Background: an optimization exercise with open tools, aiming at small area, a short achievable clock period and few clock cycles per item. Do not read the settings as production practice. The RTL was checked by simulation tests, not by an equivalence proof against the original design.

run a:
==> flow/design.v <==
module tea_iter_core (
  input  logic             clk,
  input  logic             rst,
  input  logic             in_valid,
  output logic             in_ready,
  input  logic             in_decrypt,
  input  logic [63:0]      in_v,
  input  logic [127:0]     in_k,
  output logic             out_valid,
  input  logic             out_ready,
  output logic [63:0]      out_v,
  output logic             out_decrypt
);
  localparam logic [31:0] DELTA        = 32'h9E3779B9;
  localparam logic [31:0] NEG_DELTA    = 32'h61C88647;   
  localparam logic [31:0] SUM_DEC_INIT = 32'hC6EF3720;   
  function automatic logic [31:0] add32(input logic [31:0] x, input logic [31:0] y,
                                        input logic cin);
    logic [31:0] g, p, gg, pp, gn, pn;
    g  = x & y;
    p  = x ^ y;
    gg = g;
    pp = p;
    gg[0] = g[0] | (p[0] & cin);
    for (int l = 0; l < 5; l++) begin
      gn = gg;
      pn = pp;
      for (int i = 0; i < 32; i++) begin
        if ((i >> l) & 1) begin
          gn[i] = gg[i] | (pp[i] & gg[((i >> l) << l) - 1]);
          pn[i] = pp[i] & pp[((i >> l) << l) - 1];
        end
      end
      gg = gn;
      pp = pn;
    end
    add32 = p ^ {gg[30:0], cin};
  endfunction
  logic         run_q;       
  logic         sw_q;        
  logic         fin_q;       
  logic         done_q;      
  logic [31:0]  a_q, b_q, sum_q;
  logic [63:0]  kx_q, ky_q;
  logic         dec_q;
  logic         ph_q;        
  logic         in_rdy, accept;
  logic         step, last;
  logic [31:0]  f, b_step;
  assign f = add32(b_q << 4, kx_q[63:32], 1'b0) ^ add32(b_q, sum_q, 1'b0)
           ^ add32(b_q >> 5, kx_q[31:0], 1'b0);
  assign b_step = add32(a_q ^ {32{dec_q}}, f, 1'b0) ^ {32{dec_q}};
  assign step = run_q & ~sw_q;
  assign last = ph_q & (dec_q ? (sum_q[12] & sum_q[16] & sum_q[28])
                              : (sum_q[5] & ~sum_q[27]));
  assign in_rdy      = ~run_q & (~done_q | out_ready);
  assign accept      = in_valid & in_rdy;
  assign in_ready    = in_rdy & ~rst;
  assign out_valid   = done_q;
  assign out_v       = {a_q, b_q};
  assign out_decrypt = dec_q;
  always_ff @(posedge clk) begin
    if (rst) begin
      run_q  <= 1'b0;
      done_q <= 1'b0;
    end else if (accept) begin
      run_q  <= 1'b1;
      done_q <= 1'b0;
    end else if (run_q) begin
      if (sw_q ? fin_q : (last & ~dec_q)) begin
        run_q  <= 1'b0;
        done_q <= 1'b1;
      end
    end else if (out_ready) begin
      done_q <= 1'b0;
    end
  end
  always_ff @(posedge clk) begin
    if (accept) begin
      sw_q  <= in_decrypt;
      fin_q <= 1'b0;
    end else if (run_q) begin
      if (sw_q) sw_q <= 1'b0;
      else if (last) begin
        sw_q  <= 1'b1;
        fin_q <= 1'b1;
      end
    end
  end
  always_ff @(posedge clk) begin
    if (run_q) begin
      kx_q <= ky_q;
      ky_q <= kx_q;
      if (step) ph_q <= ~ph_q;
      if (step & ph_q) sum_q <= sum_q + (dec_q ? NEG_DELTA : DELTA);
    end else begin
      kx_q  <= in_k[63:0];
      ky_q  <= in_k[127:64];
      ph_q  <= 1'b0;
      sum_q <= in_decrypt ? SUM_DEC_INIT : DELTA;
    end
  end
  always_ff @(posedge clk) begin
    if (run_q) begin
      a_q <= b_q;
      b_q <= sw_q ? a_q : b_step;
    end else if (accept) begin
      a_q   <= in_v[63:32];
      b_q   <= in_v[31:0];
      dec_q <= in_decrypt;
    end
  end
endmodule
clock: 12.0 ns
lec_check: 0
cap_margin: 20
core_margin: 2
core_utilization: 40
cts_buf_list: sky130_fd_sc_hd__clkbuf_16
cts_cluster_diameter: 100
cts_cluster_size: 20
slew_margin: 20
tns_end_percent: 0
standard.sh (not shown) runs the stock make flow with config.mk's settings and CLKGATE_MAP_FILE= SYNTH_SCRIPT=/design/flow/synth_recipe.tcl, a recipe that flattens the netlist after the stock synthesis.
==> flow/flow/run.sh <==
#!/bin/bash
# Layout flow: the standard flow (standard synthesis unchanged), with
# - plain buf_1 cells as the port buffers (every port is still buffered), and
# - a larger setup margin for ORFS's timing repair, so that repair works
#   towards the period the design can reach instead of stopping at 12 ns.
set -euo pipefail
bash standard.sh "BUFFER_PORTS_ARGS=-buffer_cell sky130_fd_sc_hd__buf_1" \
  SETUP_SLACK_MARGIN=6.8 finish > standard.log 2>&1
Run a completed end to end with timing, DRC and antenna clean.
Testbench counts of run a, summed over its fixed seeds: cycles 25,324, items 384.
### run a -> run b
==> flow/flow/run.sh <==
#!/bin/bash
# Layout flow: the standard flow with three changes.
# - Synthesis is the standard synthesis (synth_recipe.tcl and ORFS's
#   synth.tcl, unchanged, so the registers are the same) except that the
#   final ABC mapping uses flow/abc_tea.script: one delay-oriented &nf
#   mapping with pin permutation, instead of ORFS's five rounds of
#   restructuring, which leaves a smaller netlist at the same speed.
# - Plain buf_1 cells as the port buffers (every port is still buffered).
# - A larger setup margin for ORFS's timing repair, so that repair works
#   towards the period the design can reach instead of stopping at 12 ns.
set -euo pipefail
W=$(pwd)
sed 's|^  log_cmd abc {\*}\$abc_args$|  set abc_args [lreplace $abc_args 1 1 $::env(TEA_ABC_SCRIPT)]\n  log_cmd abc {*}$abc_args|' \
  "$FLOW_HOME/scripts/synth.tcl" > "$W/tea_synth.tcl"
grep -q TEA_ABC_SCRIPT "$W/tea_synth.tcl"
sed "s|source \$::env(SCRIPTS_DIR)/synth.tcl|source $W/tea_synth.tcl|" \
  "$W/synth_recipe.tcl" > "$W/tea_synth_recipe.tcl"
grep -q tea_synth.tcl "$W/tea_synth_recipe.tcl"
export TEA_ABC_SCRIPT="$W/flow/abc_tea.script"
bash standard.sh "BUFFER_PORTS_ARGS=-buffer_cell sky130_fd_sc_hd__buf_1" \
  SETUP_SLACK_MARGIN=6.8 "SYNTH_SCRIPT=$W/tea_synth_recipe.tcl" finish > standard.log 2>&1
==> flow/flow/abc_tea.script (new file) <==
&get -n
&st
&dch -f
&nf -p
&put
buffer -c
topo
stime -c
upsize -c
dnsize -c
==> comparison <==
Both conditions hold for run b: the flow ran to the end and the final layout passed the timing, design-rule and antenna checks. Of the two candidates, run a has the worse hold slack and run b the better one. Run a -> run b: number of levels in the clock H-tree delta 0, exact match. Going from run a to run b, the synthesized area per cell was found to have gone down by about 0.9%. Run b against run a: multiplexer share of the synthesized area lost 0.72 points; maximum frequency shows no meaningful change; slack of the critical path increased by 14 ps relative to the old numbers.

-- port drivers added, routing unchanged --
The flow's constraints put no driver on any port. The routed layouts listed below were extracted and timed again, unchanged, in two steps. Step 1: set_driving_cell puts a clkbuf_16 on clk and a buf_2 on each other input, an assumption about the parent block. Step 2 also shifts input and output timing later by t, the mid clock arrival at the registers, as if the neighbouring blocks saw the same clock. Slacks: ideal / step 1 / step 2; pairs: ideal / step 1.
| run | t (ns) | slack for setup (ns) | worst setup path at the end | pins driven straight from the clock port |
|---|---|---|---|---|
| run a | 0.562 | 6.680 / 6.658 / 6.658 | input to output | 1 |
| run b | 0.556 | 6.695 / 6.672 / 6.672 | input to output | 1 |
After both steps setup and hold are still met in every run listed. The setup slack of run b, which loses most, moves by -0.023 ns with the drivers and by -0.023 ns with both steps.
